This design comes from an exercise in tuning for small area, a short achievable clock period and few clock cycles per item on the open sky130 flow, not from production work.
RTL that was checked went through simulation tests only; none was proved equivalent to the original.
No functional check of the RTL was part of runs 3 to 6.

===== design/flow/design.v =====
package itbt_pkg;
   localparam int VALUE_WIDTH = 32;
   localparam int MAX_TRITS   = 21;
   localparam int QW = 34;
   localparam logic [QW-1:0] POW21 = 34'd10460353203;
   localparam logic signed [VALUE_WIDTH-1:0] HI = 32'sd1743392201;
   localparam logic signed [QW-1:0] B_POS_Z =  34'sd581130734;
   localparam logic signed [QW-1:0] B_NEG_Z = -34'sd581130734;
   localparam logic signed [QW-1:0] B_POS_P =  34'sd4067915135;
   localparam logic signed [QW-1:0] B_NEG_P =  34'sd2905653667;
   localparam logic signed [QW-1:0] B_POS_N = -34'sd2905653667;
   localparam logic signed [QW-1:0] B_NEG_N = -34'sd4067915135;
endpackage
import itbt_pkg::*;
module int_to_balanced_ternary_core (
   input  logic                                    clock,
   input  logic                                    reset,
   input  logic                                    start,
   output logic                                    busy,
   input  logic signed [itbt_pkg::VALUE_WIDTH-1:0] req_value,
   output logic                                    rsp_strobe,
   output logic signed [1:0]                       rsp_trit,
   output logic                                    rsp_last_trit
);
   logic signed [QW-1:0] q_ff;
   logic                 pos_ff;       
   logic                 neg_ff;       
   logic                 nz_ff;        
   logic [4:0]           j_ff;         
   logic                 busy_ff;      
   logic                 strobe_ff;    
   logic                 started_ff;   
   logic [QW-1:0]        q_next;
   logic [QW-1:0]        t_pos;
   logic [QW-1:0]        t_neg;
   logic                 pos_next;
   logic                 neg_next;
   logic                 in_pos;
   logic                 in_neg;
   logic                 load;
   function automatic logic ge_var(input logic [QW-1:0] a, input logic [QW-1:0] b);
      logic [63:0] gt;
      logic [63:0] eq;
      for (int i = 0; i < 64; i++) begin
         gt[i] = 1'b0;
         eq[i] = 1'b1;
      end
      for (int i = 0; i < QW - 1; i++) begin
         gt[i] = a[i] & ~b[i];
         eq[i] = a[i] | ~b[i];
      end
      gt[QW-1] = ~a[QW-1] & b[QW-1];
      eq[QW-1] = ~a[QW-1] | b[QW-1];
      for (int l = 0; l < 6; l++)
         for (int i = 0; i < 32; i++)
            if (i < (32 >> l)) begin
               gt[i] = gt[2*i+1] | (eq[2*i+1] & gt[2*i]);
               eq[i] = eq[2*i+1] & eq[2*i];
            end
      ge_var = gt[0] | eq[0];
   endfunction
   function automatic logic ge_chain(input logic [QW-1:0] a, input logic [QW-1:0] b);
      logic r;
      r = 1'b1;
      for (int i = 0; i < QW - 1; i++)
         r = (a[i] & ~b[i]) | ((a[i] | ~b[i]) & r);
      ge_chain = (~a[QW-1] & b[QW-1]) | ((~a[QW-1] | b[QW-1]) & r);
   endfunction
   always_comb begin
      logic [QW-1:0] x;
      logic [QW-1:0] s;
      logic [QW-1:0] c;
      logic [QW-1:0] b;
      logic [QW-1:0] p;
      logic [QW-1:0] gg;
      logic [QW-1:0] pp;
      logic [QW-1:0] kp;
      logic [QW-1:0] kn;
      kp = -POW21;
      kn = POW21;
      for (int i = 0; i < QW; i++)
         x[i] = (kp[i] & kn[i]) ? nz_ff : (kp[i] ? pos_ff : (kn[i] ? neg_ff : 1'b0));
      for (int i = 0; i < QW; i++) begin
         s[i] = q_ff[i] ^ (i > 0 ? q_ff[i-1] : 1'b0) ^ x[i];
         c[i] = (i > 0) ? ((q_ff[i] & q_ff[i-1]) | (q_ff[i] & x[i]) | (q_ff[i-1] & x[i])) : (q_ff[i] & x[i]);
      end
      b  = {c[QW-2:0], 1'b0};
      p  = s ^ b;
      gg = s & b;
      pp = p;
      for (int l = 0; (1 << l) < QW; l++)
         for (int i = 0; i < QW; i++)
            if (((i >> l) & 1) == 1) begin
               gg[i] = gg[i] | (pp[i] & gg[((i >> l) << l) - 1]);
               pp[i] = pp[i] & pp[((i >> l) << l) - 1];
            end
      for (int i = 0; i < QW; i++)
         q_next[i] = p[i] ^ (i > 0 ? gg[i-1] : 1'b0);
   end
   always_comb begin
      logic [QW-1:0] pp_;
      logic [QW-1:0] pn_;
      logic [QW-1:0] pz_;
      logic [QW-1:0] np_;
      logic [QW-1:0] nn_;
      logic [QW-1:0] nz_;
      pp_ = B_POS_P;
      pn_ = B_POS_N;
      pz_ = B_POS_Z;
      np_ = B_NEG_P + 1'b1;
      nn_ = B_NEG_N + 1'b1;
      nz_ = B_NEG_Z + 1'b1;
      for (int i = 0; i < QW; i++) begin
         t_pos[i] = (pp_[i] & pos_ff) | (pn_[i] & neg_ff) | (pz_[i] & ~nz_ff);
         t_neg[i] = (np_[i] & pos_ff) | (nn_[i] & neg_ff) | (nz_[i] & ~nz_ff);
      end
   end
   assign pos_next = ge_chain(q_ff, t_pos);
   assign neg_next = ~ge_chain(q_ff, t_neg);
   assign in_pos = ge_var({{(QW-VALUE_WIDTH){req_value[VALUE_WIDTH-1]}}, req_value}, {{(QW-VALUE_WIDTH){HI[VALUE_WIDTH-1]}}, HI});
   assign in_neg = ge_var(-{{(QW-VALUE_WIDTH){HI[VALUE_WIDTH-1]}}, HI}, {{(QW-VALUE_WIDTH){req_value[VALUE_WIDTH-1]}}, req_value});
   assign load = start & ~busy_ff;
   always_ff @(posedge clock) begin
      if (reset) begin
         busy_ff   <= 1'b0;
         strobe_ff <= 1'b0;
      end else if (load) begin
         busy_ff   <= 1'b1;
         strobe_ff <= in_pos | in_neg;
      end else if (busy_ff) begin
         busy_ff   <= (j_ff != 5'd1);
         strobe_ff <= started_ff | nz_ff | pos_next | neg_next | (j_ff == 5'd1);
      end else begin
         busy_ff   <= 1'b0;
         strobe_ff <= 1'b0;
      end
   end
   always_ff @(posedge clock) begin
      if (load) begin
         q_ff       <= {{(QW-VALUE_WIDTH){req_value[VALUE_WIDTH-1]}}, req_value};
         pos_ff     <= in_pos;
         neg_ff     <= in_neg;
         nz_ff      <= in_pos | in_neg;
         j_ff       <= 5'd20;
         started_ff <= 1'b0;
      end else begin
         q_ff       <= q_next;
         pos_ff     <= pos_next;
         neg_ff     <= neg_next;
         nz_ff      <= pos_next | neg_next;
         j_ff       <= j_ff - 5'd1;
         started_ff <= started_ff | nz_ff;
      end
   end
   assign busy          = busy_ff;
   assign rsp_strobe    = strobe_ff;
   assign rsp_trit      = {neg_ff, nz_ff};
   assign rsp_last_trit = (j_ff == 5'd0);
endmodule

===== design/flow/flow/run.sh =====
#!/bin/bash
# Standard layout, with four changes: adders are left to ABC instead of being mapped to
# full/half adder cells, ABC's area script maps with plain "map" (flow/abc_area.script),
# the port buffers are the smallest buffer, and the clock tree uses small clock buffers
# without dummy loads.
set -euo pipefail
rm -rf scripts
cp -r "$FLOW_HOME/scripts" scripts
cp flow/abc_area.script scripts/abc_area.script
bash standard.sh ADDER_MAP_FILE= SCRIPTS_DIR="$PWD/scripts" \
   "BUFFER_PORTS_ARGS=-buffer_cell sky130_fd_sc_hd__buf_1" \
   "CTS_ARGS=-sink_clustering_enable -repair_clock_nets -dont_use_dummy_load -buf_list {sky130_fd_sc_hd__clkbuf_2 sky130_fd_sc_hd__clkbuf_4 sky130_fd_sc_hd__clkbuf_8} -root_buf sky130_fd_sc_hd__clkbuf_8" \
   SETUP_SLACK_MARGIN=5.15 finish > standard_flow.log 2>&1

===== design/flow/flow/abc_area.script =====
strash
dch
map
topo
stime -c
buffer -c
upsize -c
dnsize -c

===== design/flow/standard.sh =====
#!/bin/bash
# synth_recipe.tcl (not shown) runs the flow's synth.tcl, then flattens the netlist and writes it again
# the make line also repeats each setting of config.mk as NAME=value (left out here)
make -C /OpenROAD-flow-scripts/flow DESIGN_CONFIG=/design/flow/config.mk WORK_HOME=/design/flow/orfs CLKGATE_MAP_FILE= SYNTH_SCRIPT=/design/flow/synth_recipe.tcl "${@:-finish}"

===== design/flow/config.mk =====
export PLATFORM = sky130hd
export DESIGN_NAME = int_to_balanced_ternary_core
export DESIGN_NICKNAME = int_to_balanced_ternary_core
export VERILOG_FILES = /design/flow/design.v
export SDC_FILE = /design/flow/constraint.sdc
export NUM_CORES = 4
export LEC_CHECK = 0
export ABC_AREA = 1
export CAP_MARGIN = 20
export CORE_MARGIN = 2
export CORE_UTILIZATION = 40
export GPL_ROUTABILITY_DRIVEN = 0
export SETUP_SLACK_MARGIN = 5
export SLEW_MARGIN = 20

===== design/flow/constraint.sdc =====
create_clock -name core_clock -period 8.5 [get_ports {clock}]
set_input_delay 1.7000 -clock core_clock [delete_from_list [all_inputs] [get_ports {clock}]]
set_output_delay 1.7000 -clock core_clock [all_outputs]
set_load 0.01 [all_outputs]

==> impl_table.tex, run 1 <==
\begin{tabular}{lr}
\hline
Metric & Value \\
\hline
\multicolumn{2}{l}{\textbf{Synthesis}} \\
Area share of fa/ha/maj cells after synthesis & 0.454\% \\
Post-synth net total & between 800 and 900 \\
Yosys cell types & 51 \\
Largest family of logic cells by synthesized area & simple AND/OR/NAND/NOR gates \\
XOR/XNOR share of the synthesized area & 11.3\% \\
Netlist Area Pre-Place & $\sim$4700 um\^{}2 \\
Average cell area after synthesis & around 5.9 um\^{}2 \\
Fraction of the mapped netlist area in simple logic gates & $\sim$34\% \\
Area fraction in compound gates after synthesis & 24.1\% \\
Number of synthesized register bits & 45 \\
Cells after synthesis & about 800 \\
Fraction of synthesized area in multiplexers & 0\% \\
Sequential element share of the synthesized area & 19.2\% \\
Yosys warning count & 1 \\
\multicolumn{2}{l}{\textbf{Clocking}} \\
Total number of H-tree levels & 2 \\
Total number of clock tree sinks & 45 \\
Clock-pin slew on the worst setup and hold paths & about 0.10 ns \\
Count of hold buffers inserted by post-cts repair & 0 \\
Clock buffers created by TritonCTS & 5 \\
Clock tree from TritonCTS & built \\
Root buffer selected by CTS & clkbuf\_8 \\
Clk Latency, worst-skew pair & around 0.34 ns \\
Clock tree buffer depth & 2 \\
\multicolumn{2}{l}{\textbf{Floorplanning}} \\
Total core area & about 11,000 um\^{}2 \\
Initial standard-cell utilization of the core & around two fifths \\
I/O pins & 40 \\
Overall die area & approximately 13,000 um\^{}2 \\
DIE HEIGHT & 112 um \\
Row count & 39 \\
Horizontal die dimension & approximately 110 um \\
\multicolumn{2}{l}{\textbf{Setup path}} \\
Largest delay contributor family on the critical path & simple AND/OR/NAND/NOR gates \\
Critical Path Source Type & flip-flop \\
Worst R2R Path Depth & 20 \\
Required time of the worst setup path & between 8 and 9 ns \\
CP Capture Type & flip-flop \\
Slowest cell on crit path & dfxtp\_4 \\
Critical path, cell by cell & buf\_4 -> xnor2\_4 -> xor2\_1 -> or2\_2 -> and2\_1 -> nand2\_1 -> nand2\_1 -> nand4\_1 -> o2111ai\_2 -> nand3\_2 -> nand2\_4 -> nand2\_2 -> a21oi\_4 -> nand2\_2 -> nand2\_2 -> nand3\_2 -> a31oi\_2 -> nand2\_2 -> a21oi\_1 -> o21ai\_1 \\
Worst Path Class, Setup & reg2reg \\
Number of cells on the critical path & 20 \\
Maximum single-stage delay on the critical path & between 0.3 and 0.4 ns \\
Cell type with the highest occurrence count on the critical path & nand2\_2 \\
Arrival time at the worst endpoint & $\sim$3.3 ns \\
Critical Path Fanout Max & 9 \\
WP buf/inv & 1 \\
\multicolumn{2}{l}{\textbf{Timing}} \\
Number of setup violations in the final report & 0 \\
Unrepaired setup endpoints after global routing & false \\
Worst hold slack across all endpoints & between 0.4 and 0.5 ns \\
Final min period & approximately 3.1 ns \\
Worst slew slack as a fraction of its limit & between 60\% and 70\% \\
Share of the clock period used by the worst path & 36.2\% \\
Timing-limited maximum frequency & roughly 320 MHz \\
Worst Clk Skew & about 0.03 ns \\
Total count of max-transition violations in the final report & 0 \\
Setup slack after layout & between 5 and 6 ns \\
Final Hold Vio Count & 0 \\
Actual slew at the worst max-slew pin & roughly 0.6 ns \\
Total negative setup slack & 0 ns \\
\multicolumn{2}{l}{\textbf{Layout}} \\
Area Overhead vs Synth & 8.93\% \\
Fraction of layout instances using a drive strength above 1 & about 7.8\% \\
Final nets & slightly below 900 \\
Antenna diode count & 0 \\
\multicolumn{2}{l}{\textbf{Placed design}} \\
HPWL after detailed placement & 9.91 mm \\
Port-buffer cells & 39 \\
DP Worst Slack & approximately 4.7 ns \\
\multicolumn{2}{l}{\textbf{Flow run}} \\
Max-cap violations & 0 \\
\multicolumn{2}{l}{\textbf{GRT}} \\
Congestion Overflow GR & 0 \\
All-layer global routing usage & about 21\% \\
Largest net degree at the start of global routing & 64 \\
Antenna violations before repair & 0 \\
First-pass GRT wire length & roughly 21 mm \\
Vias in the first global route & 4,531 \\
\multicolumn{2}{l}{\textbf{Outcome}} \\
Run status & finished clean \\
\multicolumn{2}{l}{\textbf{Detailed routing}} \\
Number of nets with antenna violations after detailed routing & 0 \\
Number of vias after detailed routing & between 4,000 and 5,000 \\
Number of design rule violations left after detail routing & 0 \\
DRT Wirelength & around 13 mm \\
Vias per Instance & between 5 and 6 \\
Count of routing violations after the opening detailed-route iteration & 251 \\
Number of search-and-repair iterations in the first detailed-routing pass & 4 \\
Wire length per cell & 13.2 um \\
\multicolumn{2}{l}{\textbf{Worst hold path}} \\
Min-Delay Path Class & reg2reg \\
Worst hold stages & 2 \\
\hline
\end{tabular}
[state kept, by name (all words and copies together), names as in the netlist]
signal      flops
nz_ff           1
j_ff            5
pos_ff          1
neg_ff          1
q_ff           34
started_ff      1
busy_ff         1
strobe_ff       1
[kinds of logic (layout without fill, tap and decap cells)]
family,Yosys count,after routing
DFF,45,45
adders and majority gates,2,2
xor gates and xnor gates,58,58
and+or+nand+nor,374,374
buffers and inverters,126,161
AOI/OAI and AO/OA,191,191
[worst reg2reg max path, stage by stage (launching register included)]
cell       delay (ns)
dfxtp_4          0.38
buf_4            0.18
xnor2_4          0.21
xor2_1           0.18
or2_2            0.14
and2_1           0.14
nand2_1          0.06
nand2_1          0.12
nand4_1          0.12
o2111ai_2        0.14
nand3_2          0.14
nand2_4          0.12
nand2_2          0.07
a21oi_4          0.24
nand2_2          0.07
nand2_2          0.07
nand3_2          0.08
a31oi_2          0.18
nand2_2          0.10
a21oi_1          0.14
o21ai_1          0.08
[cell usage in the layout, fill, tap and decap left out, types with 4 or more instances in the layout]
master / Yosys / final
a21oi_1: 55 / 55
a22oi_1: 13 / 13
a31oi_1: 7 / 7
and2_1: 4 / 4
buf_1: 0 / 39
buf_4: 5 / 11
clkbuf_8: 0 / 5
dfxtp_1: 45 / 42
inv_1: 100 / 100
nand2_1: 168 / 168
nand2_2: 9 / 8
nand3_1: 11 / 11
nor2_1: 148 / 147
nor2_4: 4 / 5
nor3_1: 8 / 8
o211ai_1: 4 / 4
o21ai_0: 65 / 64
o21ai_1: 4 / 5
o21bai_1: 5 / 5
o22ai_1: 19 / 19
or2_2: 6 / 6
xnor2_1: 16 / 16
xor2_1: 39 / 38
[stage by stage]
stage | instances | cell area, um^2 | util, %
floorplan | 796 | 4680 | -
global placement | 960 | 4910 | 43.0
detailed placement | 960 | 4910 | 43.0
CTS | 965 | 4990 | 43.7
global route | 974 | 5100 | 44.7
finish | 974 | 5100 | 44.7
[worst paths after layout]
check	slack (ns)	from	to
setup / recovery	5.42	pos_ff	q_ff[33]
setup reg to reg	5.42	pos_ff	q_ff[33]
hold / removal	0.47	j_ff[3]	j_ff[3]
hold reg to reg	0.47	j_ff[3]	j_ff[3]
[area by class of cell]
| class | instances | area (um^2) |
|---|---|---|
| tap | 143 | 179 |
| fill | 1267 | 6320 |
| clock buffer | 5 | 68.8 |
| multi-input combinational | 625 | 3290 |
| timing repair buffer | 51 | 240 |
| inverter | 105 | 412 |
| sequential | 45 | 912 |
[Yosys cell counts, drive strengths merged]
cell | number | area [um^2]
o21ai | 69 | 345
nand4 | 3 | 18.8
a211oi | 1 | 7.51
inv | 105 | 399
xnor2 | 17 | 156
dfxtp | 45 | 901
a21boi | 1 | 7.51
a22oi | 14 | 110
o211ai | 4 | 30.0
nor3 | 8 | 40.0
nand2 | 177 | 687
nor4 | 4 | 40.0
nand3b | 1 | 7.51
clkbuf | 9 | 33.8
a221oi | 1 | 8.76
o21bai | 5 | 37.5
o31ai | 3 | 22.5
or2 | 6 | 37.5
a31oi | 8 | 56.3
o2111ai | 2 | 23.8
maj3 | 2 | 21.3
and3 | 1 | 6.26
xor2 | 41 | 374
a41oi | 2 | 17.5
nor2 | 155 | 619
and2 | 5 | 33.8
nand3 | 14 | 85.1
o22ai | 19 | 119
buf | 12 | 91.3
a21oi | 58 | 309
a31o | 1 | 8.76
o221ai | 3 | 26.3
[repair_timing]
item,in CTS,in global routing
setup endpoints to repair,25,11
resized for setup,6,11
pin swaps,0,1
setup buffers,0,9
endpoints found under the hold margin,0,0
[per-layer routing]
| layer | vias up | part of all wire [%] | GRT usage, % | wire [um] |
|---|---|---|---|---|
| li1 | 2648 | - | - | - |
| met3 | 12 | 3.7 | 3.46 | 482 |
| met5 | - | 0 | 0 | 0 |
| met2 | 79 | 45 | 33.3 | 5820 |
| met1 | 2248 | 50 | 28.7 | 6410 |
| met4 | 0 | 1.4 | 5.37 | 176 |
Testbench counts, summed over its fixed seeds: cycles 50,408, conversions 2,400.
==> run 2, diff against run 1 <==
--- a/design/flow/config.mk
+++ b/design/flow/config.mk
@@ -8,7 +8,6 @@
 export ABC_AREA = 1
-export CAP_MARGIN = 20
+export CAP_MARGIN = 0
 export CORE_MARGIN = 2
 export CORE_UTILIZATION = 40
-export GPL_ROUTABILITY_DRIVEN = 0
 export SETUP_SLACK_MARGIN = 5
-export SLEW_MARGIN = 20
+export SLEW_MARGIN = 0
==> run 2 against run 1 <==
  * Still clean
  * Synthesized cell count stayed put
  * Area after synthesis unchanged
  * Wire length is the same
  * First-iteration DRC count unchanged
  * Sequential share of layout area unchanged
  * Flip-flop and latch count unchanged
  * Register-to-register slack about the same
==> impl_table.tex, run 2 <==
\begin{tabular}{lr}
\hline
Metric & Value \\
\hline
\multicolumn{2}{l}{\textbf{Outcome}} \\
Run status & finished clean \\
\multicolumn{2}{l}{\textbf{Detailed routing}} \\
Number of vias after detailed routing & 4,987 \\
Wire length per cell & between 10 and 15 um \\
DRT Wirelength & roughly 13 mm \\
Number of design rule violations left after detail routing & 0 \\
Count of routing violations after the opening detailed-route iteration & about 250 \\
Number of search-and-repair iterations in the first detailed-routing pass & 4 \\
Vias per Instance & 5.12 \\
Number of nets with antenna violations after detailed routing & 0 \\
\multicolumn{2}{l}{\textbf{Floorplanning}} \\
I/O pins & 40 \\
Horizontal die dimension & 112 um \\
Total core area & between 10,000 and 15,000 um\^{}2 \\
DIE HEIGHT & around 110 um \\
Row count & 39 \\
Overall die area & about 13,000 um\^{}2 \\
Initial standard-cell utilization of the core & between 40\% and 50\% \\
\multicolumn{2}{l}{\textbf{Setup path}} \\
Critical Path Fanout Max & 9 \\
Arrival time at the worst endpoint & between 3 and 4 ns \\
Critical path, cell by cell & buf\_4 -> xnor2\_4 -> xor2\_1 -> or2\_2 -> and2\_1 -> nand2\_1 -> nand2\_1 -> nand4\_1 -> o2111ai\_2 -> nand3\_2 -> nand2\_4 -> nand2\_2 -> a21oi\_4 -> nand2\_2 -> nand2\_2 -> nand3\_2 -> a31oi\_2 -> nand2\_2 -> a21oi\_1 -> o21ai\_1 \\
Worst Path Class, Setup & reg2reg \\
Required time of the worst setup path & 8.74 ns \\
WP buf/inv & 1 \\
Slowest cell on crit path & dfxtp\_4 \\
Critical Path Source Type & flip-flop \\
CP Capture Type & flip-flop \\
Maximum single-stage delay on the critical path & 0.38 ns \\
Largest delay contributor family on the critical path & simple AND/OR/NAND/NOR gates \\
Cell type with the highest occurrence count on the critical path & nand2\_2 \\
\multicolumn{2}{l}{\textbf{Timing}} \\
Final min period & between 3 and 4 ns \\
Number of setup violations in the final report & 0 \\
Unrepaired setup endpoints after global routing & false \\
Actual slew at the worst max-slew pin & between 0.5 and 0.6 ns \\
Share of the clock period used by the worst path & a little over a third \\
Total negative setup slack & 0 ns \\
Worst slew slack as a fraction of its limit & 60.1\% \\
Final Hold Vio Count & 0 \\
Worst Clk Skew & 0.0301 ns \\
Total count of max-transition violations in the final report & 0 \\
Timing-limited maximum frequency & 325 MHz \\
Worst hold slack across all endpoints & $\sim$0.47 ns \\
\multicolumn{2}{l}{\textbf{Synthesis}} \\
Average cell area after synthesis & 5.88 um\^{}2 \\
Cell taking the most area after synthesis & dfxtp\_1 \\
Cells after synthesis & approximately 800 \\
Sequential element share of the synthesized area & approximately a fifth \\
Top area cells in the synthesized netlist & dfxtp\_1 19\%, nand2\_1 13\%, nor2\_1 12\% \\
Post-synth net total & slightly above 800 \\
Number of synthesized register bits & 45 \\
Netlist Area Pre-Place & roughly 4700 um\^{}2 \\
Dominant register cell in the synthesized netlist & dfxtp\_1 \\
Yosys top cell area share & between 10\% and 20\% \\
Yosys warning count & 1 \\
Most frequently used cell type in the post-synthesis netlist & nand2\_1 \\
Proportion of register bits with asynchronous set or reset after synthesis & 0\% \\
Synth top cells by count & 168 x nand2\_1, 148 x nor2\_1, 100 x inv\_1, 65 x o21ai\_0, 55 x a21oi\_1 \\
Post-synth EDFFs & 0 \\
Yosys cell types & 51 \\
\multicolumn{2}{l}{\textbf{Clocking}} \\
Count of hold buffers inserted by post-cts repair & 0 \\
Clock tree buffer depth & 2 \\
Clock-pin slew on the worst setup and hold paths & around 0.10 ns \\
Root buffer selected by CTS & clkbuf\_8 \\
Clk Latency, worst-skew pair & 0.34 ns \\
Clock buffers created by TritonCTS & 5 \\
Clock tree from TritonCTS & built \\
Total number of clock tree sinks & 45 \\
Total number of H-tree levels & 2 \\
\multicolumn{2}{l}{\textbf{Layout}} \\
Registers with the highest flip-flop counts & q\_ff (34), j\_ff (5) \\
Cell area after layout & slightly above 5000 um\^{}2 \\
Max FFs per register & 34 \\
Final nets & around 870 \\
Reg with most FFs & q\_ff \\
Fraction of layout instances using a drive strength above 1 & a little under 8\% \\
Top library cells by usage in the layout, fill and taps aside & 168 x nand2\_1, 147 x nor2\_1, 100 x inv\_1, 64 x o21ai\_0, 55 x a21oi\_1 \\
Commonest non-fill, non-tap cell in the layout & nand2\_1 \\
Area Overhead vs Synth & 8.93\% \\
Antenna diode count & 0 \\
\multicolumn{2}{l}{\textbf{Placed design}} \\
Placer congestion estimate & slightly above 0.9 \\
Cell area after placement & just under 5000 um\^{}2 \\
Port-buffer cells & 39 \\
HPWL after detailed placement & between 9 and 10 mm \\
\multicolumn{2}{l}{\textbf{Worst hold path}} \\
Min-Delay Path Class & reg2reg \\
\multicolumn{2}{l}{\textbf{GRT}} \\
Congestion Overflow GR & 0 \\
Vias in the first global route & between 4,000 and 5,000 \\
All-layer global routing usage & roughly a fifth \\
Antenna violations before repair & 0 \\
Largest net degree at the start of global routing & 64 \\
First-pass GRT wire length & around 21 mm \\
\multicolumn{2}{l}{\textbf{Flow run}} \\
Max-cap violations & 0 \\
\hline
\end{tabular}
## run 2: cell counts in the layout (fill, tap and decap cells not counted)
No cell type changed its count.
## run 2: area by class of cell
cell class / instances / area, um^2
clock buffer: 5 / 68.8
fill: 1267 / 6320
tap: 143 / 179
timing repair buffer: 51 / 240
multi-input combinational: 625 / 3290
sequential: 45 / 912
inverter: 105 / 412
## run 2: through the flow
step	std cells	util [%]	setup WS [ns]
floorplan	796	-	5.82
global placement	960	43.0	4.80
detailed placement	960	43.0	4.66
CTS	965	43.7	5.15
global route	974	44.7	5.14
finish	974	44.7	5.42
## run 2: what timing repair did
action / in CTS / in global routing
pin swaps: 0 / 1
buffers inserted: 0 / 9
setup endpoints to repair: 25 / 11
resized for setup: 6 / 11
## run 2: logic make-up (layout without fill, tap and decap cells)
logic type                 count (synthesis)  in the layout  share of synthesized area, %
AOI/OAI and AO/OA                        191            191                          24.1
adders and majority gates                  2              2                         0.454
buffers and inverters                    126            161                          11.2
DFF                                       45             45                          19.2
and+or+nand+nor                          374            374                          33.6
xor gates and xnor gates                  58             58                          11.3
## run 2: path summary, 6_finish.rpt
kind,depth (start not counted),startpoint,end,slack [ns]
max,20,pos_ff,q_ff[33],5.42
min,2,j_ff[3],j_ff[3],0.47
max reg2reg,20,pos_ff,q_ff[33],5.42
min reg2reg,2,j_ff[3],j_ff[3],0.47
## run 2: per-layer routing
layer	track usage, %	vias to the layer above	share of wire (%)	wire length, um
li1	-	2648	-	-
met1	28.7	2248	50	6410
met2	33.3	79	45	5820
met3	3.46	12	3.7	482
met4	5.37	0	1.4	176
met5	0	-	0	0
## run 2: worst reg2reg max path, delay by kind of cell (launching register included)
family	cells	cell delay [ns]
AND/OR/NAND/NOR	12	1.23
XOR/XNOR	2	0.39
buffers and inverters	1	0.18
AO/OA/AOI/OAI	5	0.78
flip-flops	1	0.38
==> run 3, diff against run 2 <==
--- a/design/flow/design.v
+++ b/design/flow/design.v
@@ -91,6 +91,6 @@
       for (int l = 0; (1 << l) < QW; l++)
-         for (int i = 0; i < QW; i++)
-            if (((i >> l) & 1) == 1) begin
-               gg[i] = gg[i] | (pp[i] & gg[((i >> l) << l) - 1]);
-               pp[i] = pp[i] & pp[((i >> l) << l) - 1];
+         for (int i = QW - 1; i >= 0; i--)
+            if (i >= (1 << l)) begin
+               gg[i] = gg[i] | (pp[i] & gg[i - (1 << l)]);
+               pp[i] = pp[i] & pp[i - (1 << l)];
             end
--- a/design/flow/config.mk
+++ b/design/flow/config.mk
@@ -8,3 +8,3 @@
 export ABC_AREA = 1
-export CAP_MARGIN = 0
+export CAP_MARGIN = 20
 export CORE_MARGIN = 2
@@ -12,2 +12,2 @@
 export SETUP_SLACK_MARGIN = 5
-export SLEW_MARGIN = 0
+export SLEW_MARGIN = 20
==> run 3 against run 2 <==
  * Setup slack lost 0.062 ns
  * Fmax shrank 2.0%
  * Via count grew 24%
  * Clock skew shrank 0.0014 ns
  * Wire length grew 40%
  * Area after synthesis grew 18%
  * Register-to-register slack lost 0.06 ns
  * Global-route usage grew 4.6 points
  * Critical path depth is the same
  * Flip-flop and latch count is the same
==> impl_table.tex, run 3 <==
\begin{tabular}{lr}
\hline
Metric & Value \\
\hline
\multicolumn{2}{l}{\textbf{Layout}} \\
Reg with most FFs & q\_ff \\
Fin util & 44.4\% \\
Top library cells by usage in the layout, fill and taps aside & 180 x nor2\_1, 163 x nand2\_1, 126 x inv\_1, 81 x a21oi\_1, 69 x o21ai\_0 \\
Sequential Area & 906 um\^{}2 \\
Cell area after layout & 5930 um\^{}2 \\
Area Overhead vs Synth & 7.29\% \\
Fraction of layout instances using a drive strength above 1 & about 11\% \\
Antenna diode count & 0 \\
Layout fillers & between 1,000 and 1,500 \\
Registers with the highest flip-flop counts & q\_ff (34), j\_ff (5) \\
Commonest non-fill, non-tap cell in the layout & nor2\_1 \\
Multi-input combinational cell area & 3930 um\^{}2 \\
Final nets & around 1,000 \\
Max FFs per register & 34 \\
\multicolumn{2}{l}{\textbf{GRT}} \\
Antenna violations before repair & 0 \\
Largest net degree at the start of global routing & 50 \\
Vias in the first global route & around 5,800 \\
All-layer global routing usage & roughly a quarter \\
Congestion Overflow GR & 0 \\
First-pass GRT wire length & approximately 29 mm \\
\multicolumn{2}{l}{\textbf{Placed design}} \\
Cell area after placement & between 5000 and 6000 um\^{}2 \\
Port-buffer cells & 39 \\
HPWL after detailed placement & 14.2 mm \\
Placer congestion estimate & slightly below 1 \\
\multicolumn{2}{l}{\textbf{Detailed routing}} \\
Number of vias after detailed routing & 6,204 \\
Met1 Wirelength & about 8.5 mm \\
Number of design rule violations left after detail routing & 0 \\
DR WL met3 & around 1.2 mm \\
Wire length per cell & between 15 and 20 um \\
Count of routing violations after the opening detailed-route iteration & 550 \\
Met2 Routed Length & around 8.0 mm \\
Number of search-and-repair iterations in the first detailed-routing pass & 6 \\
Topmost layer with routed signal wires & met4 \\
Vias per Instance & 5.35 \\
Number of nets with antenna violations after detailed routing & 0 \\
DRT Wirelength & 18.0 mm \\
\multicolumn{2}{l}{\textbf{Synthesis}} \\
Top area cells in the synthesized netlist & dfxtp\_1 16\%, nor2\_1 12\%, nand2\_1 11\% \\
Average cell area after synthesis & $\sim$5.8 um\^{}2 \\
Number of synthesized register bits & 45 \\
Netlist Area Pre-Place & approximately 5500 um\^{}2 \\
Most frequently used cell type in the post-synthesis netlist & nor2\_1 \\
Proportion of register bits with asynchronous set or reset after synthesis & 0\% \\
Sequential element share of the synthesized area & 16.3\% \\
Dominant register cell in the synthesized netlist & dfxtp\_1 \\
Yosys top cell area share & between 15 and 20\% \\
Synth top cells by count & 182 x nor2\_1, 164 x nand2\_1, 126 x inv\_1, 82 x a21oi\_1, 69 x o21ai\_0 \\
Yosys warning count & 1 \\
Cell taking the most area after synthesis & dfxtp\_1 \\
Yosys cell types & 63 \\
Cells after synthesis & 956 \\
Post-synth net total & 991 \\
Post-synth EDFFs & 0 \\
\multicolumn{2}{l}{\textbf{Floorplanning}} \\
Initial standard-cell utilization of the core & 41.4\% \\
I/O pins & 40 \\
Overall die area & around 15,000 um\^{}2 \\
DIE HEIGHT & between 100 and 150 um \\
Row count & between 40 and 50 \\
Total core area & approximately 13,000 um\^{}2 \\
Horizontal die dimension & between 100 and 150 um \\
\multicolumn{2}{l}{\textbf{Timing}} \\
Worst hold slack across all endpoints & $\sim$0.47 ns \\
Unrepaired setup endpoints after global routing & false \\
Final min period & roughly 3.1 ns \\
Worst slew slack as a fraction of its limit & between 60\% and 70\% \\
Share of the clock period used by the worst path & between 30\% and 40\% \\
Total count of max-transition violations in the final report & 0 \\
Worst Clk Skew & $\sim$0.029 ns \\
Actual slew at the worst max-slew pin & between 0.4 and 0.5 ns \\
Number of setup violations in the final report & 0 \\
Total negative setup slack & 0 ns \\
Timing-limited maximum frequency & $\sim$320 MHz \\
Final Hold Vio Count & 0 \\
\multicolumn{2}{l}{\textbf{Setup path}} \\
Worst R2R Path Depth & 20 \\
Critical Path Fanout Max & 16 \\
Setup slack on the worst flop-to-flop path & $\sim$5.4 ns \\
CP Capture Type & flip-flop \\
Arrival time at the worst endpoint & 3.41 ns \\
Critical Path Source Type & flip-flop \\
Beginning of the worst register-to-register path & neg\_ff \\
Required time of the worst setup path & between 8 and 9 ns \\
Worst Path Class, Setup & reg2reg \\
R2R Path End & strobe\_ff \\
\multicolumn{2}{l}{\textbf{Worst hold path}} \\
Worst Hold Endpoint & j\_ff[3] \\
Hold path startpoint & j\_ff[3] \\
Worst hold stages & 2 \\
Min-Delay Path Class & reg2reg \\
\multicolumn{2}{l}{\textbf{Flow run}} \\
Max-cap violations & 0 \\
\multicolumn{2}{l}{\textbf{Clocking}} \\
Count of hold buffers inserted by post-cts repair & 0 \\
Clock tree from TritonCTS & built \\
Total number of clock tree sinks & 45 \\
Clock tree buffer depth & 2 \\
Clock buffers created by TritonCTS & 5 \\
Clock-pin slew on the worst setup and hold paths & 0.10 ns \\
Total number of H-tree levels & 2 \\
Clk Latency, worst-skew pair & 0.33 ns \\
Root buffer selected by CTS & clkbuf\_8 \\
\multicolumn{2}{l}{\textbf{Outcome}} \\
Run status & finished clean \\
\hline
\end{tabular}
run 3: cell types whose count changed after synthesis, sizes merged, moves of 9 or more:
cell,delta
xnor2,-10
inv,+44
nor2,+42
a21oi,+35
nand3,+9
xor2,-11
o21ai,+26
run 3: timing repair:
item	4_1_cts	5_1_grt
endpoints found under the setup margin	17	19
pin swaps	0	1
endpoints found under the hold margin	0	0
setup buffers	0	3
gates resized for setup	4	16
cloned	0	0
run 3: per-stage QoR:
stage | setup WS [ns] | cells
2_1_floorplan | 5.69 | 956
3_3_place_gp | 5.05 | 1151
4_1_cts | 5.24 | 1156
6_report | 5.36 | 1159
5_1_grt | 5.15 | 1159
3_5_place_dp | 4.91 | 1151
run 3: how the worst max path moves through the flow:
stage / startpoint / end / slack (ns) / cells after the start
3_5_place_dp: nz_ff / strobe_ff / 4.91 / 18
4_1_cts: neg_ff / q_ff[28] / 5.24 / 18
3_3_place_gp: nz_ff / strobe_ff / 5.05 / 18
6_report: neg_ff / strobe_ff / 5.36 / 20
5_1_grt: neg_ff / q_ff[28] / 5.15 / 18
2_1_floorplan: req_value[8] / strobe_ff / 5.69 / 8
run 3: layer usage:
layer,vias up,track usage [%]
li1,3186,-
met1,2778,35.9
met2,224,41.1
met3,16,2.72
met4,0,6.25
met5,-,0
run 3: critical path, stage by stage (launching register included):
cell and delay [ns]:
dfxtp_1 0.36, buf_4 0.26, nor2_4 0.08, inv_2 0.20, o21ai_0 0.11, o21bai_1 0.16
a21oi_1 0.15, o22ai_1 0.09, a21oi_1 0.15, o22ai_1 0.09, a21oi_1 0.22, o22ai_1 0.11
a21oi_1 0.14, o22ai_1 0.08, a21oi_1 0.20, o22ai_1 0.12, a21oi_1 0.16, o21bai_1 0.11
nand3_1 0.08, o21bai_1 0.06, a21oi_1 0.12
run 3: kinds of logic after synthesis:
| kind of cell | share of synthesized area, % |
|---|---|
| and+or+nand+nor | 33.4 |
| AOI/OAI and AO/OA | 30.5 |
| buffers and inverters | 13.1 |
| DFF | 16.3 |
| xor gates and xnor gates | 6.68 |
run 3: cell type report:
cell class,count,share of cell area [%]
clock buffer,5,1.16
inverter,151,9.81
multi-input combinational,735,66.3
sequential,45,15.3
tap,176,3.71
timing repair buffer,47,3.76
==> run 4, diff against run 3 <==
--- a/design/flow/design.v
+++ b/design/flow/design.v
@@ -91,4 +91,10 @@
       for (int l = 0; (1 << l) < QW; l++)
-         for (int i = QW - 1; i >= 0; i--)
-            if (i >= (1 << l)) begin
+         for (int i = 0; i < QW; i++)
+            if ((i + 1) % (2 << l) == 0) begin
+               gg[i] = gg[i] | (pp[i] & gg[i - (1 << l)]);
+               pp[i] = pp[i] & pp[i - (1 << l)];
+            end
+      for (int l = 5; l >= 0; l--)
+         for (int i = 0; i < QW; i++)
+            if ((i + 1) % (2 << l) == (1 << l) && i >= (2 << l)) begin
                gg[i] = gg[i] | (pp[i] & gg[i - (1 << l)]);
--- a/design/flow/flow/run.sh
+++ b/design/flow/flow/run.sh
@@ -12,2 +12,2 @@
    "CTS_ARGS=-sink_clustering_enable -repair_clock_nets -dont_use_dummy_load -buf_list {sky130_fd_sc_hd__clkbuf_2 sky130_fd_sc_hd__clkbuf_4 sky130_fd_sc_hd__clkbuf_8} -root_buf sky130_fd_sc_hd__clkbuf_8" \
-   SETUP_SLACK_MARGIN=5.15 finish > standard_flow.log 2>&1
+   SETUP_SLACK_MARGIN=5.25 finish > standard_flow.log 2>&1
==> run 4 against run 3 <==
  * Fmax fell by 2.3%
  * Final cell count down 17%
  * Non-clock buffer count is 2 higher
  * Clock skew hardly changed
  * Still clean on timing, DRC and antenna
  * First-iteration DRC count fell by 41%
  * Area after synthesis decreased by 16%
  * Die area shrank 15%
==> impl_table.tex, run 4 <==
\begin{tabular}{lr}
\hline
Metric & Value \\
\hline
\multicolumn{2}{l}{\textbf{Outcome}} \\
Run status & finished clean \\
\multicolumn{2}{l}{\textbf{Detailed routing}} \\
Number of search-and-repair iterations in the first detailed-routing pass & 5 \\
Vias per Instance & approximately 5.2 \\
Number of design rule violations left after detail routing & 0 \\
DRT Wirelength & between 10 and 15 mm \\
Count of routing violations after the opening detailed-route iteration & approximately 320 \\
Number of nets with antenna violations after detailed routing & 0 \\
Number of vias after detailed routing & 5,050 \\
Wire length per cell & between 10 and 15 um \\
\multicolumn{2}{l}{\textbf{Setup path}} \\
Arrival time at the worst endpoint & about 3.5 ns \\
Beginning of the worst register-to-register path & pos\_ff \\
R2R Path End & q\_ff[29] \\
Worst R2R Path Depth & 18 \\
Critical Path Fanout Max & 3 \\
Worst Path Class, Setup & in2reg \\
Required time of the worst setup path & a little under 9 ns \\
Critical Path Source Type & input port \\
CP Capture Type & flip-flop \\
Setup slack on the worst flop-to-flop path & $\sim$5.5 ns \\
\multicolumn{2}{l}{\textbf{Timing}} \\
Number of setup violations in the final report & 0 \\
Share of the clock period used by the worst path & 37.8\% \\
Final min period & roughly 3.2 ns \\
Total negative setup slack & 0 ns \\
Actual slew at the worst max-slew pin & roughly 0.78 ns \\
Setup slack after layout & $\sim$5.3 ns \\
Final Hold Vio Count & 0 \\
Timing-limited maximum frequency & 311 MHz \\
Worst Clk Skew & slightly below 0.03 ns \\
Unrepaired setup endpoints after global routing & true \\
Total count of max-transition violations in the final report & 0 \\
Worst slew slack as a fraction of its limit & between 40\% and 50\% \\
\multicolumn{2}{l}{\textbf{GRT}} \\
Antenna violations before repair & 0 \\
Vias in the first global route & 4,591 \\
All-layer global routing usage & around a fifth \\
First-pass GRT wire length & around 21 mm \\
Largest net degree at the start of global routing & 35 \\
Congestion Overflow GR & 0 \\
\multicolumn{2}{l}{\textbf{Floorplanning}} \\
Horizontal die dimension & 112 um \\
I/O pins & 40 \\
Row count & 39 \\
Initial standard-cell utilization of the core & 40.9\% \\
Total core area & $\sim$11,000 um\^{}2 \\
DIE HEIGHT & roughly 110 um \\
Overall die area & 12,500 um\^{}2 \\
\multicolumn{2}{l}{\textbf{Layout}} \\
Top library cells by usage in the layout, fill and taps aside & 149 x nand2\_1, 147 x nor2\_1, 92 x inv\_1, 63 x a21oi\_1, 41 x dfxtp\_1 \\
Reg with most FFs & q\_ff \\
Area Overhead vs Synth & 12.7\% \\
Max FFs per register & 34 \\
Antenna diode count & 0 \\
Registers with the highest flip-flop counts & q\_ff (34), j\_ff (5) \\
Fraction of layout instances using a drive strength above 1 & a little over a tenth \\
Commonest non-fill, non-tap cell in the layout & nand2\_1 \\
Fin util & between 40\% and 50\% \\
Layout fillers & about 1,200 \\
Final instance count without filler cells & just under 1,000 \\
Final nets & 860 \\
\multicolumn{2}{l}{\textbf{Clocking}} \\
Total number of clock tree sinks & between 40 and 50 \\
Clock-pin slew on the worst setup and hold paths & roughly 0.11 ns \\
Count of hold buffers inserted by post-cts repair & 0 \\
Clock tree buffer depth & 2 \\
Clock buffers created by TritonCTS & 5 \\
Clk Latency, worst-skew pair & 0.33 ns \\
Root buffer selected by CTS & clkbuf\_8 \\
Total number of H-tree levels & 2 \\
Clock tree from TritonCTS & built \\
\multicolumn{2}{l}{\textbf{Synthesis}} \\
Sequential element share of the synthesized area & $\sim$19\% \\
Post-synth EDFFs & 0 \\
Average cell area after synthesis & between 5 and 6 um\^{}2 \\
Proportion of register bits with asynchronous set or reset after synthesis & 0\% \\
Number of synthesized register bits & 45 \\
Yosys top cell area share & about a fifth \\
Dominant register cell in the synthesized netlist & dfxtp\_1 \\
Yosys warning count & 1 \\
Yosys cell types & 59 \\
Netlist Area Pre-Place & $\sim$4600 um\^{}2 \\
Most frequently used cell type in the post-synthesis netlist & nor2\_1 \\
Top area cells in the synthesized netlist & dfxtp\_1 19\%, nor2\_1 12\%, nand2\_1 12\% \\
Cells after synthesis & slightly below 800 \\
Cell taking the most area after synthesis & dfxtp\_1 \\
Post-synth net total & roughly 820 \\
Synth top cells by count & 153 x nor2\_1, 151 x nand2\_1, 92 x inv\_1, 66 x a21oi\_1, 45 x dfxtp\_1 \\
\multicolumn{2}{l}{\textbf{Placed design}} \\
Placed cells & between 900 and 1,000 \\
Port-buffer cells & 39 \\
Placer congestion estimate & 0.837 \\
HPWL after detailed placement & slightly above 9 mm \\
DP Worst Slack & approximately 3.7 ns \\
\multicolumn{2}{l}{\textbf{Worst hold path}} \\
Worst hold stages & 2 \\
Min-Delay Path Class & reg2reg \\
Worst Hold Endpoint & j\_ff[3] \\
Hold path startpoint & j\_ff[3] \\
\multicolumn{2}{l}{\textbf{Flow run}} \\
Max-cap violations & 0 \\
\hline
\end{tabular}
## run 4: changes by cell type after synthesis, moves of 6 or more
cell,previous run,this run
o21ai_0,69,35
a21oi_1,82,66
xnor2_1,5,13
nand2_2,11,5
or2_2,1,8
o21ai_2,6,0
xor2_1,26,33
nand2_1,164,151
a21oi_2,7,1
nor2_1,182,153
inv_1,126,92
inv_2,23,10
## run 4: worst max-delay path by stage
stage	start	to	slack (ns)	cells past startpoint
CTS	req_value[2]	strobe_ff	5.25	11
global placement	start	strobe_ff	3.83	8
detailed placement	start	strobe_ff	3.70	8
floorplan	req_value[2]	strobe_ff	5.57	10
finish	req_value[2]	strobe_ff	5.29	11
global route	pos_ff	q_ff[29]	5.20	22
## run 4: final cells by class
type / instances / area (um^2) / share of cell area (%)
multi-input combinational: 618 / 3350 / 64.0
sequential: 45 / 911 / 17.4
inverter: 106 / 430 / 8.21
timing repair buffer: 49 / 298 / 5.68
tap: 143 / 179 / 3.41
clock buffer: 5 / 68.8 / 1.31
## run 4: critical path: stages
cell      delay [ns]
buf_1           0.11
o31ai_2         0.11
nand2_1         0.10
a41o_1          0.18
nand3_2         0.10
a31oi_4         0.20
a211oi_2        0.08
o41ai_2         0.43
nand4_1         0.20
o21a_1          0.16
a21oi_2         0.13
## run 4: metal layers
metal  up-vias  GRT usage [%]  routed length [um]
li1       2655              -                   -
met1      2272           27.5                6250
met2       110           35.3                6200
met3        13           2.78                 557
met4         0           4.44                 187
met5         -              0                   0
## run 4: cell families (layout without fill, tap and decap cells)
group / after synthesis / in the layout / share of synthesized area (%)
simple gates: 376 / 378 / 34.3
compound gates: 190 / 190 / 24.9
buf+inv: 128 / 160 / 11.5
xor+xnor: 49 / 49 / 9.71
flops: 45 / 45 / 19.4
fa+ha+maj: 1 / 1 / 0.242
## run 4: timing repair
item / CTS / global route
setup endpoints to repair: 24 / 19
buffers inserted: 0 / 6
endpoints found under the hold margin: 0 / 0
gates resized for setup: 12 / 40
cloned: 2 / 2
pin swaps: 1 / 9
## run 4: metrics by stage
| stage | cell area, um^2 | hold slack, ns |
|---|---|---|
| after floorplan | 4650 | 0.426 |
| after global placement | 4860 | 0.433 |
| after detailed placement | 4860 | 0.455 |
| after CTS | 4990 | 0.473 |
| after global routing | 5240 | 0.506 |
| final | 5240 | 0.467 |
==> run 5, diff against run 4 <==
--- a/design/flow/design.v
+++ b/design/flow/design.v
@@ -115,5 +115,5 @@
       pz_ = B_POS_Z;
-      np_ = B_NEG_P + 1'b1;
-      nn_ = B_NEG_N + 1'b1;
-      nz_ = B_NEG_Z + 1'b1;
+      np_ = B_NEG_P;
+      nn_ = B_NEG_N;
+      nz_ = B_NEG_Z;
       for (int i = 0; i < QW; i++) begin
@@ -124,3 +124,3 @@
    assign pos_next = ge_chain(q_ff, t_pos);
-   assign neg_next = ~ge_chain(q_ff, t_neg);
+   assign neg_next = ge_chain(t_neg, q_ff);
    assign in_pos = ge_var({{(QW-VALUE_WIDTH){req_value[VALUE_WIDTH-1]}}, req_value}, {{(QW-VALUE_WIDTH){HI[VALUE_WIDTH-1]}}, HI});
--- a/design/flow/flow/run.sh
+++ b/design/flow/flow/run.sh
@@ -12,2 +12,2 @@
    "CTS_ARGS=-sink_clustering_enable -repair_clock_nets -dont_use_dummy_load -buf_list {sky130_fd_sc_hd__clkbuf_2 sky130_fd_sc_hd__clkbuf_4 sky130_fd_sc_hd__clkbuf_8} -root_buf sky130_fd_sc_hd__clkbuf_8" \
-   SETUP_SLACK_MARGIN=5.25 finish > standard_flow.log 2>&1
+   finish > standard_flow.log 2>&1
==> run 5 against run 4 <==
  * Non-clock buffer count decreased by 6
  * First-iteration DRC count decreased by 9.0%
  * Setup slack got worse by 0.12 ns
  * Utilization down 2.0 points
  * Clock skew decreased by 0.010 ns
  * Via count decreased by 1.5%
  * Final cell count shrank 1.4%
  * Die area down 1.2%
  * Flip-flop and latch count did not move
==> impl_table.tex, run 5 <==
\begin{tabular}{lr}
\hline
Metric & Value \\
\hline
\multicolumn{2}{l}{\textbf{Setup path}} \\
Critical path, cell by cell & buf\_1 -> o31ai\_1 -> nand2\_1 -> a41oi\_2 -> o211ai\_1 -> nand3\_2 -> a2111oi\_4 -> o31ai\_4 -> and2\_1 -> a21oi\_1 \\
Setup slack on the worst flop-to-flop path & 5.27 ns \\
Critical Path Source Type & input port \\
Maximum single-stage delay on the critical path & 0.51 ns \\
WP buf/inv & 1 \\
Worst R2R Path Depth & 20 \\
CP Capture Type & flip-flop \\
Beginning of the worst register-to-register path & pos\_ff \\
Slowest cell on crit path & a2111oi\_4 \\
Arrival time at the worst endpoint & around 3.6 ns \\
Critical Path Fanout Max & 3 \\
Largest delay contributor family on the critical path & compound AO/OA/AOI/OAI gates \\
Required time of the worst setup path & 8.77 ns \\
R2R Path End & q\_ff[31] \\
Worst Path Class, Setup & in2reg \\
\multicolumn{2}{l}{\textbf{Clocking}} \\
Clock tree from TritonCTS & built \\
Clock buffers created by TritonCTS & 5 \\
Clock tree buffer depth & 2 \\
Total number of clock tree sinks & 45 \\
Clk Latency, worst-skew pair & roughly 0.33 ns \\
Clock-pin slew on the worst setup and hold paths & around 0.1 ns \\
Root buffer selected by CTS & clkbuf\_8 \\
Total number of H-tree levels & 2 \\
\multicolumn{2}{l}{\textbf{Synthesis}} \\
Yosys warning count & 1 \\
Post-synth EDFFs & 0 \\
Yosys top cell area share & approximately a fifth \\
Average cell area after synthesis & just under 6 um\^{}2 \\
Synth top cells by count & 163 x nor2\_1, 134 x nand2\_1, 96 x inv\_1, 71 x a21oi\_1, 53 x o21ai\_0 \\
Number of synthesized register bits & 45 \\
Proportion of register bits with asynchronous set or reset after synthesis & 0\% \\
Dominant register cell in the synthesized netlist & dfxtp\_1 \\
Most frequently used cell type in the post-synthesis netlist & nor2\_1 \\
Netlist Area Pre-Place & about 4600 um\^{}2 \\
Post-synth net total & between 800 and 900 \\
Top area cells in the synthesized netlist & dfxtp\_1 20\%, nor2\_1 13\%, nand2\_1 11\% \\
Cells after synthesis & 787 \\
Yosys cell types & 53 \\
Cell taking the most area after synthesis & dfxtp\_1 \\
Sequential element share of the synthesized area & 19.6\% \\
\multicolumn{2}{l}{\textbf{Layout}} \\
Cell area after layout & 4990 um\^{}2 \\
Fin util & $\sim$44\% \\
Reg with most FFs & q\_ff \\
Final nets & roughly 850 \\
Commonest non-fill, non-tap cell in the layout & nor2\_1 \\
Registers with the highest flip-flop counts & q\_ff (34), j\_ff (5) \\
Fraction of layout instances using a drive strength above 1 & under 10\% \\
Max FFs per register & 34 \\
Top library cells by usage in the layout, fill and taps aside & 161 x nor2\_1, 134 x nand2\_1, 96 x inv\_1, 70 x a21oi\_1, 52 x o21ai\_0 \\
Antenna diode count & 0 \\
Area Overhead vs Synth & 8.58\% \\
\multicolumn{2}{l}{\textbf{Timing}} \\
Total count of max-transition violations in the final report & 0 \\
Actual slew at the worst max-slew pin & $\sim$0.76 ns \\
Unrepaired setup endpoints after global routing & false \\
Number of setup violations in the final report & 0 \\
Total negative setup slack & 0 ns \\
Final min period & around 3.3 ns \\
Worst hold slack across all endpoints & 0.460 ns \\
Setup slack after layout & approximately 5.2 ns \\
Final Hold Vio Count & 0 \\
Timing-limited maximum frequency & 300 MHz \\
Worst Clk Skew & between 0.015 and 0.02 ns \\
Share of the clock period used by the worst path & between 30\% and 40\% \\
Worst slew slack as a fraction of its limit & 49.5\% \\
\multicolumn{2}{l}{\textbf{Placed design}} \\
Port-buffer cells & 39 \\
Placer congestion estimate & between 0.8 and 0.9 \\
Cell area after placement & between 4000 and 5000 um\^{}2 \\
HPWL after detailed placement & around 9 mm \\
DP Worst Slack & 4.23 ns \\
\multicolumn{2}{l}{\textbf{GRT}} \\
Met3 layer usage reported by global route & 3.88\% \\
First-pass GRT wire length & about 21 mm \\
All-layer global routing usage & between 20\% and 30\% \\
Vias in the first global route & between 4,000 and 5,000 \\
Most used routing layer & met2 \\
Antenna violations before repair & 0 \\
Congestion Overflow GR & 0 \\
Met1 global-route usage & between 20\% and 30\% \\
Global-route track usage on met2 & between 30\% and 40\% \\
Largest net degree at the start of global routing & 54 \\
\multicolumn{2}{l}{\textbf{Detailed routing}} \\
Number of search-and-repair iterations in the first detailed-routing pass & 5 \\
Number of nets with antenna violations after detailed routing & 0 \\
Vias per Instance & 5.22 \\
Wire length per cell & 12.7 um \\
Number of vias after detailed routing & a little under 5,000 \\
Number of design rule violations left after detail routing & 0 \\
Count of routing violations after the opening detailed-route iteration & 294 \\
DRT Wirelength & $\sim$12 mm \\
\multicolumn{2}{l}{\textbf{Floorplanning}} \\
DIE HEIGHT & roughly 110 um \\
Total core area & around 11,000 um\^{}2 \\
I/O pins & 40 \\
Row count & 39 \\
Overall die area & between 10,000 and 15,000 um\^{}2 \\
Initial standard-cell utilization of the core & roughly two fifths \\
Horizontal die dimension & $\sim$110 um \\
\multicolumn{2}{l}{\textbf{Flow run}} \\
Max-cap violations & 0 \\
\multicolumn{2}{l}{\textbf{Worst hold path}} \\
Worst Hold Endpoint & started\_ff \\
Worst hold stages & 2 \\
Min-Delay Path Class & reg2reg \\
Hold path startpoint & started\_ff \\
\multicolumn{2}{l}{\textbf{Outcome}} \\
Run status & finished clean \\
\hline
\end{tabular}
==> run 5: cell types whose count changed after synthesis, sizes merged, moves of 4 or more <==
cell / previous run / this run
nor2: 159 / 168
clkbuf: 9 / 13
nand2: 157 / 136
xor2: 35 / 28
xnor2: 14 / 10
a31oi: 12 / 8
a21oi: 67 / 74
or2: 11 / 7
o21ai: 49 / 65
o22ai: 16 / 21
==> run 5: cells by family (layout without fill, tap and decap cells) <==
logic type	count (synthesis)	count (layout)	share of synthesized area, %
simple gates	354	354	32.1
flops	45	45	19.6
compound gates	220	220	29.5
xor+xnor	38	38	7.24
buf+inv	129	151	11.3
fa+ha+maj	1	1	0.218
==> run 5: area by class of cell <==
| cell class | count | area (um^2) |
|---|---|---|
| fill | 1229 | 6330 |
| multi-input combinational | 613 | 3250 |
| sequential | 45 | 906 |
| inverter | 103 | 397 |
| timing repair buffer | 43 | 189 |
| tap | 143 | 179 |
| clock buffer | 5 | 68.8 |
==> run 5: repair_timing <==
item	4_1_cts	5_1_grt
pin swaps	0	4
gates resized for setup	3	23
setup buffers	0	1
setup endpoints to repair	10	22
hold buffers	0	0
==> run 5: worst register-to-register path: stages (launching register included) <==
cell and delay [ns]:
dfxtp_1 0.40, buf_6 0.26, o21ai_1 0.14, o21ai_2 0.18, nor2_1 0.08, nor2_2 0.13, nand2_1 0.09, o21ai_2 0.11
nand2_2 0.08, nand2_2 0.10, a21oi_2 0.08, o21a_4 0.21, a21oi_4 0.21, a31oi_4 0.17, o21a_4 0.26, nor2_4 0.12
nor2_1 0.08, o21ai_2 0.15, nand2_1 0.10, a21oi_1 0.15, o21ai_1 0.08
==> run 5: per-layer routing <==
layer	vias to the layer above	wire, um
met2	87	5710
met5	-	0
li1	2639	-
met1	2238	5810
met4	0	127
met3	8	468
==> run 5: worst max-delay path by stage <==
| stage | from | endpoint | slack, ns | cells past startpoint |
|---|---|---|---|---|
| final | req_value[1] | strobe_ff | 5.17 | 10 |
| after floorplan | req_value[2] | strobe_ff | 5.54 | 9 |
| after global routing | pos_ff | q_ff[33] | 4.99 | 21 |
| after global placement | req_value[3] | strobe_ff | 4.22 | 10 |
| after CTS | req_value[1] | strobe_ff | 4.91 | 10 |
| after detailed placement | req_value[3] | strobe_ff | 4.23 | 10 |
==> run 5: per-stage QoR <==
step / instances
after detailed placement: 946
after floorplan: 787
after global placement: 946
final: 952
after global routing: 952
after CTS: 951
==> run 6, diff against run 5 <==
--- a/design/flow/design.v
+++ b/design/flow/design.v
@@ -90,5 +90,10 @@
       pp = p;
-      for (int l = 0; (1 << l) < QW; l++)
-         for (int i = 0; i < QW; i++)
-            if ((i + 1) % (2 << l) == 0) begin
+      for (int i = QW - 1; i >= 1; i--)
+         if ((i & 1) == 1) begin
+            gg[i] = gg[i] | (pp[i] & gg[i - 1]);
+            pp[i] = pp[i] & pp[i - 1];
+         end
+      for (int l = 1; (1 << l) < QW; l++)
+         for (int i = QW - 1; i >= 0; i--)
+            if ((i & 1) == 1 && i >= (1 << l) + 1) begin
                gg[i] = gg[i] | (pp[i] & gg[i - (1 << l)]);
@@ -96,8 +101,7 @@
             end
-      for (int l = 5; l >= 0; l--)
-         for (int i = 0; i < QW; i++)
-            if ((i + 1) % (2 << l) == (1 << l) && i >= (2 << l)) begin
-               gg[i] = gg[i] | (pp[i] & gg[i - (1 << l)]);
-               pp[i] = pp[i] & pp[i - (1 << l)];
-            end
+      for (int i = QW - 1; i >= 2; i--)
+         if ((i & 1) == 0) begin
+            gg[i] = gg[i] | (pp[i] & gg[i - 1]);
+            pp[i] = pp[i] & pp[i - 1];
+         end
       for (int i = 0; i < QW; i++)
@@ -115,5 +119,5 @@
       pz_ = B_POS_Z;
-      np_ = B_NEG_P;
-      nn_ = B_NEG_N;
-      nz_ = B_NEG_Z;
+      np_ = B_NEG_P + 1'b1;
+      nn_ = B_NEG_N + 1'b1;
+      nz_ = B_NEG_Z + 1'b1;
       for (int i = 0; i < QW; i++) begin
@@ -124,3 +128,3 @@
    assign pos_next = ge_chain(q_ff, t_pos);
-   assign neg_next = ge_chain(t_neg, q_ff);
+   assign neg_next = ~ge_chain(q_ff, t_neg);
    assign in_pos = ge_var({{(QW-VALUE_WIDTH){req_value[VALUE_WIDTH-1]}}, req_value}, {{(QW-VALUE_WIDTH){HI[VALUE_WIDTH-1]}}, HI});
--- a/design/flow/flow/run.sh
+++ b/design/flow/flow/run.sh
@@ -12,2 +12,2 @@
    "CTS_ARGS=-sink_clustering_enable -repair_clock_nets -dont_use_dummy_load -buf_list {sky130_fd_sc_hd__clkbuf_2 sky130_fd_sc_hd__clkbuf_4 sky130_fd_sc_hd__clkbuf_8} -root_buf sky130_fd_sc_hd__clkbuf_8" \
-   finish > standard_flow.log 2>&1
+   SETUP_SLACK_MARGIN=5.15 finish > standard_flow.log 2>&1
==> run 6 against run 5 <==
  * Still clean
  * Cell area up 6.8%
  * Sequential share of layout area down 1.1 points
  * Final cell count up 3.5%
  * Critical path depth up 10
  * Wire length up 13%
  * Largest cell class unchanged
==> impl_table.tex, run 6 <==
\begin{tabular}{lr}
\hline
Metric & Value \\
\hline
\multicolumn{2}{l}{\textbf{Outcome}} \\
Run status & finished clean \\
\multicolumn{2}{l}{\textbf{Floorplanning}} \\
Initial standard-cell utilization of the core & approximately 41\% \\
I/O pins & 40 \\
Total core area & roughly 12,000 um\^{}2 \\
Row count & 39 \\
Overall die area & 12,800 um\^{}2 \\
Horizontal die dimension & between 100 and 150 um \\
DIE HEIGHT & between 100 and 150 um \\
\multicolumn{2}{l}{\textbf{GRT}} \\
Antenna violations before repair & 0 \\
Congestion Overflow GR & 0 \\
\multicolumn{2}{l}{\textbf{Layout}} \\
Fraction of layout instances using a drive strength above 1 & 9.62\% \\
Cell area after layout & about 5300 um\^{}2 \\
Registers with the highest flip-flop counts & q\_ff (34), j\_ff (5) \\
Top library cells by usage in the layout, fill and taps aside & 161 x nor2\_1, 139 x nand2\_1, 103 x inv\_1, 73 x a21oi\_1, 55 x o21ai\_0 \\
Commonest non-fill, non-tap cell in the layout & nor2\_1 \\
Final instance count without filler cells & just under 1,000 \\
Max FFs per register & 34 \\
Antenna diode count & 0 \\
Final nets & between 800 and 900 \\
\multicolumn{2}{l}{\textbf{Synthesis}} \\
Top area cells in the synthesized netlist & dfxtp\_1 19\%, nor2\_1 13\%, nand2\_1 11\% \\
Average cell area after synthesis & 5.91 um\^{}2 \\
Proportion of register bits with asynchronous set or reset after synthesis & 0\% \\
Post-synth net total & between 800 and 900 \\
Yosys cell types & 55 \\
Cell taking the most area after synthesis & dfxtp\_1 \\
\multicolumn{2}{l}{\textbf{Timing}} \\
Actual slew at the worst max-slew pin & 0.616 ns \\
Total count of max-transition violations in the final report & 0 \\
Final Hold Vio Count & 0 \\
Share of the clock period used by the worst path & between 30\% and 40\% \\
Worst Clk Skew & about 0.034 ns \\
Final min period & 3.25 ns \\
Timing-limited maximum frequency & just over 300 MHz \\
\multicolumn{2}{l}{\textbf{Detailed routing}} \\
Count of routing violations after the opening detailed-route iteration & 320 \\
Number of nets with antenna violations after detailed routing & 0 \\
DRT Wirelength & $\sim$14 mm \\
Number of design rule violations left after detail routing & 0 \\
\multicolumn{2}{l}{\textbf{Worst hold path}} \\
Worst Hold Endpoint & j\_ff[0] \\
Worst hold stages & 1 \\
Hold path startpoint & j\_ff[0] \\
\multicolumn{2}{l}{\textbf{Clocking}} \\
Clk Latency, worst-skew pair & approximately 0.34 ns \\
Total number of H-tree levels & 2 \\
Clock-pin slew on the worst setup and hold paths & 0.10 ns \\
\multicolumn{2}{l}{\textbf{Setup path}} \\
Critical path startpoint & neg\_ff \\
Arrival time at the worst endpoint & 3.52 ns \\
Slowest cell on crit path & dfxtp\_4 \\
Setup slack on the worst flop-to-flop path & 5.25 ns \\
\multicolumn{2}{l}{\textbf{Placed design}} \\
Cell area after placement & 4980 um\^{}2 \\
Placed cells & $\sim$970 \\
\hline
\end{tabular}
-- run 6: cell count changes after synthesis, sizes merged, moves of 5 or more --
cell,change
xor2,+17
a21oi,+8
nand2,+7
nand3,-7
o21a,-7
o21ai,+5
-- run 6: logic make-up after synthesis --
kind of cell           after synthesis  synth area share (%)
XOR/XNOR                            57                  10.8
flip-flops                          45                  19.0
buffers and inverters              131                  11.2
AO/OA/AOI/OAI                      215                  27.9
AND/OR/NAND/NOR                    355                  31.0
-- run 6: worst max-delay path by stage --
stage / endpoint / slack [ns] / cells after the start
6_report: q_ff[33] / 5.25 / 20
5_1_grt: q_ff[33] / 5.11 / 19
4_1_cts: q_ff[27] / 5.14 / 20
3_5_place_dp: q_ff[33] / 4.90 / 18
3_3_place_gp: q_ff[33] / 4.97 / 18
2_1_floorplan: strobe_ff / 5.81 / 6
-- run 6: per-stage QoR --
stage,setup slack [ns],hold WS [ns]
finish,5.25,0.472
global route,5.11,0.517
CTS,5.14,0.475
detailed placement,4.90,0.449
global placement,4.97,0.437
floorplan,5.81,0.426
-- run 6: cell type report --
cell class              instances  area (um^2)
multi-input cells             627         3400
fillers                      1220         6190
inverters                     107          409
clock buffers                   5         68.8
flip-flops and latches         45          910
well taps                     143          179
repair buffers                 58          357
-- run 6: worst reg2reg max path, cell delays in order, from the launching register on --
cell and delay (ns):
dfxtp_4 0.37, buf_12 0.16, clkinvlp_4 0.12, buf_8 0.15, nor2_1 0.13, nor2_1 0.07
nor3_2 0.24, nand2_1 0.12, o21ai_2 0.12, a21oi_4 0.10, o21ai_4 0.21, a21oi_4 0.11
o21ai_4 0.28, a21oi_4 0.12, o211ai_4 0.25, a21oi_4 0.10, o21ai_2 0.18, nand2_2 0.09
nand3_2 0.06, nand2_1 0.04, o21ai_1 0.16
-- run 6: per-layer routing --
layer / vias up / share of wire (%) / global-route usage, %
met5: - / 0 / 0
met2: 153 / 45 / 36.1
met3: 27 / 5.6 / 2.62
li1: 2695 / - / -
met1: 2283 / 46 / 28.2
met4: 0 / 2.9 / 8.94
-- run 6: what timing repair did --
action | CTS | global route
cloned | 0 | 2
buffers inserted | 3 | 10
hold endpoints to repair | 0 | 0
pin swaps | 0 | 13
endpoints found under the setup margin | 14 | 17
hold buffers | 0 | 0
gates resized for setup | 6 | 27

## static timing again, ports no longer ideal
Ports are ideal in the flow. The routed layouts listed here were re-timed in OpenROAD.
Step 1, drivers: a clkbuf_16 drives clock and a buf_2 each remaining input, both assumed.
Step 2 adds t to the input delays and takes it off the output delays; t is the mean of the earliest and latest rising clock arrival at the registers after step 1. Input paths then give back, and output paths get back, about the clock's delay inside the block.
Three values: no drivers, after step 1, after step 2; two values: the first two.
| run | shift t [ns] | setup WS [ns] | slew at the worst register clock pin (ns) |
|---|---|---|---|
| run 1 | 0.358 | 5.422 / 5.422 / 5.146 | 0.10 / 0.10 |
| run 2 | 0.358 | 5.422 / 5.422 / 5.146 | 0.10 / 0.10 |
| run 3 | 0.349 | 5.359 / 5.359 / 5.285 | 0.10 / 0.10 |
| run 4 | 0.350 | 5.285 / 5.293 / 4.943 | 0.11 / 0.11 |
| run 5 | 0.356 | 5.169 / 5.180 / 4.823 | 0.10 / 0.10 |
| run 6 | 0.357 | 5.253 / 5.253 / 4.963 | 0.10 / 0.10 |
After both steps every run listed still meets setup and hold. For run 5, which loses most, drivers alone change the setup slack by +0.011 ns; drivers and shift together by -0.346 ns.
